Source: an optimization exercise on an open RTL-to-GDS flow (aim: small area, a short achievable clock period and few clock cycles). Production flows keep margins and buffers that such runs may drop. The RTL was checked by simulation tests, not by an equivalence proof against the original design.

Design fpdiv_frac, start of the top module:
module fpdiv_frac
(
	input  logic                 clk,
	input  logic                 rst_n,
	input  logic                 start_valid_i,
	output logic                 start_ready_o,
	input  logic                 flush_i,
	input  fpdiv_fmt_pkg::fp_format_e           fp_format_i,
	input  fpdiv_fmt_pkg::frac_t                a_frac_i,
	input  fpdiv_fmt_pkg::frac_t                b_frac_i,
	output logic                 finish_valid_o,
	input  logic                 finish_ready_i,
	output logic [fpdiv_fmt_pkg::QUO_OUT_W-1:0] fpdiv_frac_o
);
	logic                          stall;
	logic                          iter;
	logic                          final_step;
	logic [srt_pkg::DIV_W-1:0]     b_al;
	srt_pkg::rem_cs_t              init_rem;
	logic [1:0]                    init_quo;
	srt_pkg::quo_dig_t             init_dig;
	logic [srt_pkg::K_VAR_W-1:0]   init_k_var;
	logic [2:0]                    init_d_top;
	logic                          first_iter;
	srt_pkg::rem_cs_t              rem;
	logic                          rem_neg;
	srt_ctrl u_ctrl (
		.clk            (clk),
		.rst_n          (rst_n),
		.start_valid_i  (start_valid_i),
  ...
Size in the first run: ~3,400 cells after synthesis, about 240 flip-flops, roughly 21,000 um^2 of cells after synthesis.
Settings: LEC_CHECK=0, ABC_AREA=1, CAP_MARGIN=20, CORE_MARGIN=2, CORE_UTILIZATION=40, CTS_BUF_LIST=sky130_fd_sc_hd__clkbuf_8, CTS_CLUSTER_SIZE=16, PLACE_DENSITY=0.6, SETUP_SLACK_MARGIN=5, SLEW_MARGIN=20; clock period 11.0 ns.
standard.sh (not shown) runs the stock make flow with config.mk's settings and CLKGATE_MAP_FILE= SYNTH_SCRIPT=/design/flow/synth_recipe.tcl, a recipe that flattens the netlist after the stock synthesis.
==> flow/flow/run.sh <==
#!/bin/bash
set -euo pipefail
bash standard.sh ADDER_MAP_FILE= SETUP_SLACK_MARGIN=6.5 "BUFFER_PORTS_ARGS=-buffer_cell sky130_fd_sc_hd__buf_1" finish > flow_make.log 2>&1
The starting point finished with timing, DRC and antenna clean.
Testbench counts at the start, summed over its fixed seeds: cycles 21,116.
Edit:
==> flow/flow/run.sh (replaced) <==
#!/bin/bash
set -euo pipefail
bash standard.sh ADDER_MAP_FILE= SETUP_SLACK_MARGIN=6 finish > flow_make.log 2>&1
Settings changed: CTS_BUF_LIST sky130_fd_sc_hd__clkbuf_8 to unset, CTS_CLUSTER_SIZE 16 to unset.
The new run finished clean.
Via count drops by 3.6%.
Worst setup slack got worse by 240 ps.
Clock-buffer cell count drops by 8.
Edit:
==> flow/flow/run.sh (replaced) <==
#!/bin/bash
set -euo pipefail
bash standard.sh ADDER_MAP_FILE= SETUP_SLACK_MARGIN=6 "BUFFER_PORTS_ARGS=-buffer_cell sky130_fd_sc_hd__buf_1" finish > flow_make.log 2>&1
Settings changed: CTS_BUF_LIST set to sky130_fd_sc_hd__clkbuf_8, CTS_CLUSTER_SIZE set to 16.
Cell count increases by 0.81%. Wire length went up by 0.75%. Synthesized cell count stays the same. Global-route usage shrinks by 0.27 points. Synthesized area does not change. Die area is unchanged. Via count barely changes. Worst setup slack gets worse by 12 ps. Design area fell by 4.0%. Non-clock buffer count stays the same.

---

fpdiv_frac, a different RTL version from the one above (not shown whole).
Size in the first run: roughly 3500 cells after synthesis, roughly 240 flip-flops, ~170 I/O pins.
==> flow/config.mk <==
export PLATFORM = sky130hd
export DESIGN_NAME = fpdiv_frac
export DESIGN_NICKNAME = fpdiv_frac
export VERILOG_FILES = /design/flow/design.v
export SDC_FILE = /design/flow/constraint.sdc
export NUM_CORES = 4
export LEC_CHECK = 0
export ABC_AREA = 1
export CAP_MARGIN = 20
export CORE_MARGIN = 2
export CORE_UTILIZATION = 55
export PLACE_DENSITY = 0.7
export SETUP_SLACK_MARGIN = 5
export SLEW_MARGIN = 20
==> flow/constraint.sdc <==
create_clock -name core_clock -period 11.0 [get_ports {clk}]
set_input_delay 2.2000 -clock core_clock [delete_from_list [all_inputs] [get_ports {clk}]]
set_output_delay 2.2000 -clock core_clock [all_outputs]
set_load 0.01 [all_outputs]
==> flow/flow/run.sh <==
#!/bin/bash
set -euo pipefail
bash standard.sh ADDER_MAP_FILE= SETUP_SLACK_MARGIN=8 finish > flow_make.log 2>&1
The starting point never finished: it broke off in 5_1_grt, error GRT-0232.
Testbench counts at the start, summed over its fixed seeds: cycles 23,516.
==> next run, changes <==
==> flow/flow/run.sh (replaced) <==
#!/bin/bash
set -euo pipefail
bash standard.sh ADDER_MAP_FILE= SETUP_SLACK_MARGIN=6 finish > flow_make.log 2>&1
CORE_UTILIZATION = 40   (was 55)
PLACE_DENSITY = 0.6   (was 0.7)
This time the run ran to the end with no violations.
Area after synthesis stays the same.
Synthesized cell count does not change.
==> next run, changes <==
==> flow/flow/run.sh (replaced) <==
#!/bin/bash
# Standard ORFS layout, with Yosys's full/half-adder extraction turned off
# (ADDER_MAP_FILE empty): the digit-selection logic maps faster as plain
# gates than as chained fa/ha cells. Everything else is the standard flow.
set -euo pipefail
bash standard.sh ADDER_MAP_FILE= finish > flow_make.log 2>&1
SETUP_SLACK_MARGIN = unset   (was 5)
Outcome: The new run went through all stages and came out clean; sequential cell count does not change; die area stays the same; clock skew hardly moves; wire length falls by a few percent.
==> next run, changes <==
==> flow/flow/run.sh (replaced) <==
#!/bin/bash
set -euo pipefail
bash standard.sh ADDER_MAP_FILE= SETUP_SLACK_MARGIN=7 finish > flow_make.log 2>&1
SETUP_SLACK_MARGIN = 5   (was unset)
=> Flip-flop and latch count does not change; utilization increases by 8.3 points; via count increases by 9.0%.

---

fpdiv_frac with an RTL version that a note above also has.
Size in the first run: about 3,400 cells after synthesis, about 240 flip-flops, about 170 I/O pins.
==> flow/design.v (excerpt) <==
module fpdiv_frac
(
	input  logic                 clk,
	input  logic                 rst_n,
	input  logic                 start_valid_i,
	output logic                 start_ready_o,
	input  logic                 flush_i,
	input  fpdiv_fmt_pkg::fp_format_e           fp_format_i,
	input  fpdiv_fmt_pkg::frac_t                a_frac_i,
	input  fpdiv_fmt_pkg::frac_t                b_frac_i,
	output logic                 finish_valid_o,
	input  logic                 finish_ready_i,
	output logic [fpdiv_fmt_pkg::QUO_OUT_W-1:0] fpdiv_frac_o
);
clock: 11.0 ns
lec_check: 0
abc_area: 1
cap_margin: 20
core_margin: 2
core_utilization: 40
place_density: 0.6
setup_slack_margin: 5
slew_margin: 20
==> flow/flow/run.sh <==
#!/bin/bash
set -euo pipefail
bash standard.sh ADDER_MAP_FILE= SETUP_SLACK_MARGIN=6 "BUFFER_PORTS_ARGS=-buffer_cell sky130_fd_sc_hd__buf_1" finish > flow_make.log 2>&1
Testbench counts at the start, summed over its fixed seeds: cycles 21,116.
Then changed:
==> flow/flow/run.sh (replaced) <==
#!/bin/bash
set -euo pipefail
bash standard.sh ADDER_MAP_FILE= SETUP_SLACK_MARGIN=6.3 "BUFFER_PORTS_ARGS=-buffer_cell sky130_fd_sc_hd__buf_1" finish > flow_make.log 2>&1
- CTS_BUF_LIST: unset -> sky130_fd_sc_hd__clkbuf_8
- CTS_CLUSTER_SIZE: unset -> 16
Utilization came out higher by 3.6 points.
Routed wire length goes up by 3.3%.
Non-clock buffer count is higher by 69.
Setup slack gains 0.15 ns.
Clock skew climbs by 0.019 ns.
Global-route usage grows by 0.74 points.
Synthesized area stays the same.

==> what the ideal ports hide <==
The results above use ideal ports. As a check the final layouts listed here were re-extracted and re-timed, cells and wires unchanged. Step 1: set_driving_cell puts a clkbuf_16 on clk and a buf_2 on each other input, an assumption about the parent block. Step 2 times the ports against the registers' clock, not the clock port: input delays grow and output delays shrink by t, the midpoint of the rising clock arrivals with the driver on. Three values: ideal, step 1, step 2; two values: the first two.
run	shift t [ns]	slack for setup (ns)	worst register clock-pin slew, ns	worst data-port slew with drivers (ns)	cell pins on the clock port's net
the first run of note 1	0.691	6.329 / 6.345 / 5.655	0.07 / 0.07	0.11	1
the second run of note 1	0.651	6.094 / 6.123 / 5.472	0.06 / 0.06	0.04	1
the third run of note 1	0.700	6.082 / 6.101 / 5.412	0.07 / 0.07	0.15	1
the second run of note 2	0.663	6.208 / 6.208 / 6.208	0.08 / 0.08	0.07	1
the third run of note 2	0.601	4.413 / 4.413 / 4.413	0.07 / 0.07	0.08	1
the fourth run of note 2	0.663	6.472 / 6.472 / 6.472	0.07 / 0.07	0.08	1
the first run of note 3	0.644	6.054 / 6.083 / 5.439	0.07 / 0.07	0.15	1
the second run of note 3	0.698	6.203 / 6.222 / 5.525	0.07 / 0.07	0.15	1
After both steps setup and hold are still met in every run listed. For the second run of note 3, which loses most, drivers alone change the setup slack by +0.019 ns; drivers and shift together by -0.678 ns.
